From an optimization exercise on the open Yosys and OpenROAD flow, aimed at small area and a short achievable clock period; shortcuts taken in it are not production practice.
Only simulation tests tie the RTL to the original design; equivalence was not proved.
Power is estimated from default activity; no workload was simulated.

==> job 9402: inputs <==
## ethTxTop
module ethTxTop (
  input  logic   clkTx,
  input  logic   rst,
  input  logic   wbCyc,
  input  logic   wbStb,
  input  logic   wbWe,
  input  ethTxPkg::wbAddrT wbAdr,
  input  ethTxPkg::byteT   wbDatW,
  output ethTxPkg::byteT   wbDatR,
  output logic   wbAck,
  output logic   tdP,
  output logic   tdM
);
==> module frameRam, before the edit <==
module frameRam (
  input  logic    clkTx,
  input  logic    bufWrEn,
  input  ethTxPkg::bufAddrT bufWrAddr,
  input  ethTxPkg::byteT    bufWrData,
  input  logic    rdRestart,
  input  logic    rdAdvance,
  output ethTxPkg::byteT    bufRdData
);
  localparam int Stages = ethTxPkg::BufDepth;
  function automatic logic [8:0] inc9(input logic [8:0] x);
    logic [8:0] r;
    for (int i = 0; i < 9; i++)
    begin
      r[i] = x[i] ^ (&(x | ~((9'd1 << i) - 9'd1)));
    end
    inc9 = r;
  endfunction
  function automatic logic [8:0] add9(input logic [8:0] a, input logic [8:0] b);
    logic [8:0] g;
    logic [8:0] p;
    logic [9:0] c;
    g = a & b;
    p = a ^ b;
    for (int i = 0; i < 10; i++)
    begin
      c[i] = 1'b0;
      for (int j = 0; j < i; j++)
      begin
        c[i] = c[i] | (g[j] & (&(p | ~(((10'd1 << i) - 10'd1) & ~((10'd2 << j) - 10'd1)))));
      end
    end
    add9 = p ^ c[8:0];
  endfunction
  logic [8:0] t;
  logic [8:0] tNext;
  assign tNext = inc9(t);
  always_ff @(posedge clkTx)
  begin
    t <= tNext;
  end
  logic [8:0] wPos;
  logic [15:0] wStageHi;
  logic [15:0] wStageLo;
  logic [7:0] wPosHold;
  logic [7:0] wPosNext;
  logic       wGoN;
  logic       wPend;
  ethTxPkg::byteT wHold;
  ethTxPkg::byteT wLane;
  assign wPos     = add9(bufWrAddr, t);
  assign wPosNext = wPend ? wPosHold : wPos[8:1];
  always_ff @(posedge clkTx)
  begin
    wStageHi <= 16'd1 << wPosNext[7:4];
    wStageLo <= 16'd1 << wPosNext[3:0];
  end
  always_ff @(posedge clkTx)
  begin
    wGoN  <= 1'b1;
    wPend <= 1'b0;
    wLane <= '1;
    if (bufWrEn)
    begin
      wPosHold <= wPos[8:1];
      if (wPos[0])
      begin
        wGoN  <= 1'b0;
        wLane <= bufWrData ^ {8{wPos[1]}};
      end
      else
      begin
        wPend <= 1'b1;
        wHold <= bufWrData ^ {8{wPos[1]}};
      end
    end
    else if (wPend)
    begin
      wGoN  <= 1'b0;
      wLane <= wHold;
    end
  end
  ethTxPkg::byteT ring [Stages];
  genvar gi;
  generate
    for (gi = 0; gi < Stages; gi = gi + 2)
    begin : gPair
      logic hit;
      logic sel;
      logic selN;
      assign hit  = wStageHi[gi / 32] & wStageLo[(gi / 2) % 16];
      assign selN = ~hit;
      assign sel  = ~(selN | wGoN);
      always_ff @(posedge clkTx)
      begin
        ring[gi]     <= ~((ring[(gi + Stages - 1) % Stages] | {8{sel}}) & (wLane | {8{selN}}));
        ring[gi + 1] <= ring[gi];
      end
    end
  endgenerate
  logic [8:0] rPos;
  logic [8:0] rPos1;
  logic [8:0] rPos2;
  logic [8:0] rPosHiInc;
  ethTxPkg::byteT tap [Stages / 16];
  generate
    for (gi = 0; gi < Stages / 16; gi = gi + 1)
    begin : gTap
      assign tap[gi] = ring[16 * gi + 6];
    end
  endgenerate
  logic [8:0] rPosNext;
  logic       rHit;
  logic [7:0] rSelLo;
  logic [3:0] rSelHi;
  ethTxPkg::byteT rGroup [4];
  ethTxPkg::byteT rGroupQ [4];
  logic       rHitQ;
  logic [3:0] rSelHiQ;
  ethTxPkg::byteT rMux;
  assign rPos1     = inc9(rPos);
  assign rPosHiInc = inc9({1'b0, rPos[8:1]});
  assign rPos2     = {rPosHiInc[7:0], rPos[0]};
  always_comb
  begin
    if (rdRestart)
    begin
      rPosNext = tNext;
    end
    else if (rdAdvance)
    begin
      rPosNext = rPos2;
    end
    else
    begin
      rPosNext = rPos1;
    end
  end
  always_ff @(posedge clkTx)
  begin
    rPos   <= rPosNext;
    rHit   <= (rPosNext[3:0] == 4'd9);
    rSelLo <= 8'd1 << rPosNext[6:4];
    rSelHi <= 4'd1 << rPosNext[8:7];
  end
  always_comb
  begin
    for (int h = 0; h < 4; h++)
    begin
      rGroup[h] = '0;
      for (int i = 0; i < 8; i++)
      begin
        rGroup[h] = rGroup[h] | ({8{rSelLo[i]}} & tap[8 * h + i]);
      end
    end
  end
  always_ff @(posedge clkTx)
  begin
    for (int h = 0; h < 4; h++)
    begin
      rGroupQ[h] <= rGroup[h];
    end
    rHitQ   <= rHit;
    rSelHiQ <= rSelHi;
  end
  always_comb
  begin
    rMux = '0;
    for (int h = 0; h < 4; h++)
    begin
      rMux = rMux | ({8{rSelHiQ[h]}} & rGroupQ[h]);
    end
  end
  always_ff @(posedge clkTx)
  begin
    if (rHitQ)
    begin
      bufRdData <= rMux;
    end
  end
endmodule
clock: 4.5 ns
lec_check: 0
cap_margin: 20
core_margin: 2
core_utilization: 70
cts_cluster_diameter: 60
cts_cluster_size: 30
place_density: 0.8
setup_slack_margin: 2.2
slew_margin: 20
run.sh (not shown) runs the stock make flow with config.mk's settings and CLKGATE_MAP_FILE= SYNTH_SCRIPT=/design/flow/synth_recipe.tcl, a recipe that flattens the netlist after the stock synthesis.
==> job 9635 (differences from job 9402) <==
- CORE_UTILIZATION: 70 -> 55
- PLACE_DENSITY: 0.8 -> unset
==> job 5202 (differences from job 9402) <==
--- a/flow/design.v
+++ b/flow/design.v
@@ -143,5 +143,3 @@
   logic [15:0] wStageLo;
-  logic [7:0] wPosHold;
-  logic [7:0] wPosNext;
-  logic       wGoN;
+  logic       wGo;
   logic       wPend;
@@ -149,12 +147,6 @@
   ethTxPkg::byteT wLane;
-  assign wPos     = add9(bufWrAddr, t);
-  assign wPosNext = wPend ? wPosHold : wPos[8:1];
+  assign wPos = add9(bufWrAddr, t);
   always_ff @(posedge clkTx)
   begin
-    wStageHi <= 16'd1 << wPosNext[7:4];
-    wStageLo <= 16'd1 << wPosNext[3:0];
-  end
-  always_ff @(posedge clkTx)
-  begin
-    wGoN  <= 1'b1;
+    wGo   <= 1'b0;
     wPend <= 1'b0;
@@ -163,6 +155,7 @@
     begin
-      wPosHold <= wPos[8:1];
+      wStageHi <= 16'd1 << wPos[8:5];
+      wStageLo <= 16'd1 << wPos[4:1];
       if (wPos[0])
       begin
-        wGoN  <= 1'b0;
+        wGo   <= 1'b1;
         wLane <= bufWrData ^ {8{wPos[1]}};
@@ -177,3 +170,3 @@
     begin
-      wGoN  <= 1'b0;
+      wGo   <= 1'b1;
       wLane <= wHold;
@@ -190,4 +183,4 @@
       assign hit  = wStageHi[gi / 32] & wStageLo[(gi / 2) % 16];
+      assign sel  = wGo & hit;
       assign selN = ~hit;
-      assign sel  = ~(selN | wGoN);
       always_ff @(posedge clkTx)
- CORE_UTILIZATION: 70 -> 55
- PLACE_DENSITY: 0.8 -> unset
==> notes <==
- Synthesized cell count is the same in job 9635 and job 9402.
- Job 9635 ran to the end with violations: antenna violations. Job 9402 finished clean. Job 5202 completed without violations.
- Of job 5202 and job 9635, job 5202 has the higher first-iteration DRC count (gap about 4%, measured against job 9635).
- In job 9635 the critical path depth is higher than in job 5202, by 1.
- Cell count, highest first: job 9635, job 5202, job 9402.
- Non-clock buffer count, lowest first: job 9635, job 9402, job 5202.
- Between job 9402 and job 9635, the lower clock-buffer cell count is in job 9402 (gap 23).
- Via count, highest first: job 9402, job 5202, job 9635.
- Between job 5202 and job 9635, the lower power is in job 9635 (gap about 20%, measured against job 9635).
- Hold slack, highest first: job 9402, job 9635, job 5202.
- Wire length, highest first: job 5202, job 9635, job 9402.

-- re-timing with driven ports --
In the flow no input, the clock included, has a driving cell. The finished layouts below were timed again as built, in two steps. Step 1 assumes that a clkbuf_16 drives the clock port and a buf_2 every other input. Step 2 also shifts input and output timing later by t, the mid clock arrival at the registers, as if the neighbouring blocks saw the same clock. Three values: ideal, step 1, step 2; two values: the first two.
| run | t, ns | slack for setup (ns) | cell pins on the clock port's net |
|---|---|---|---|
| job 9402 | 0.912 | 2.085 / 2.107 / 1.237 | 1 |
| job 9635 | 0.943 | 2.248 / 2.180 / 1.373 | 1 |
| job 5202 | 0.946 | 2.194 / 2.182 / 1.387 | 1 |
For job 9635, which loses most, drivers alone change the setup slack by -0.068 ns; drivers and shift together by -0.875 ns.
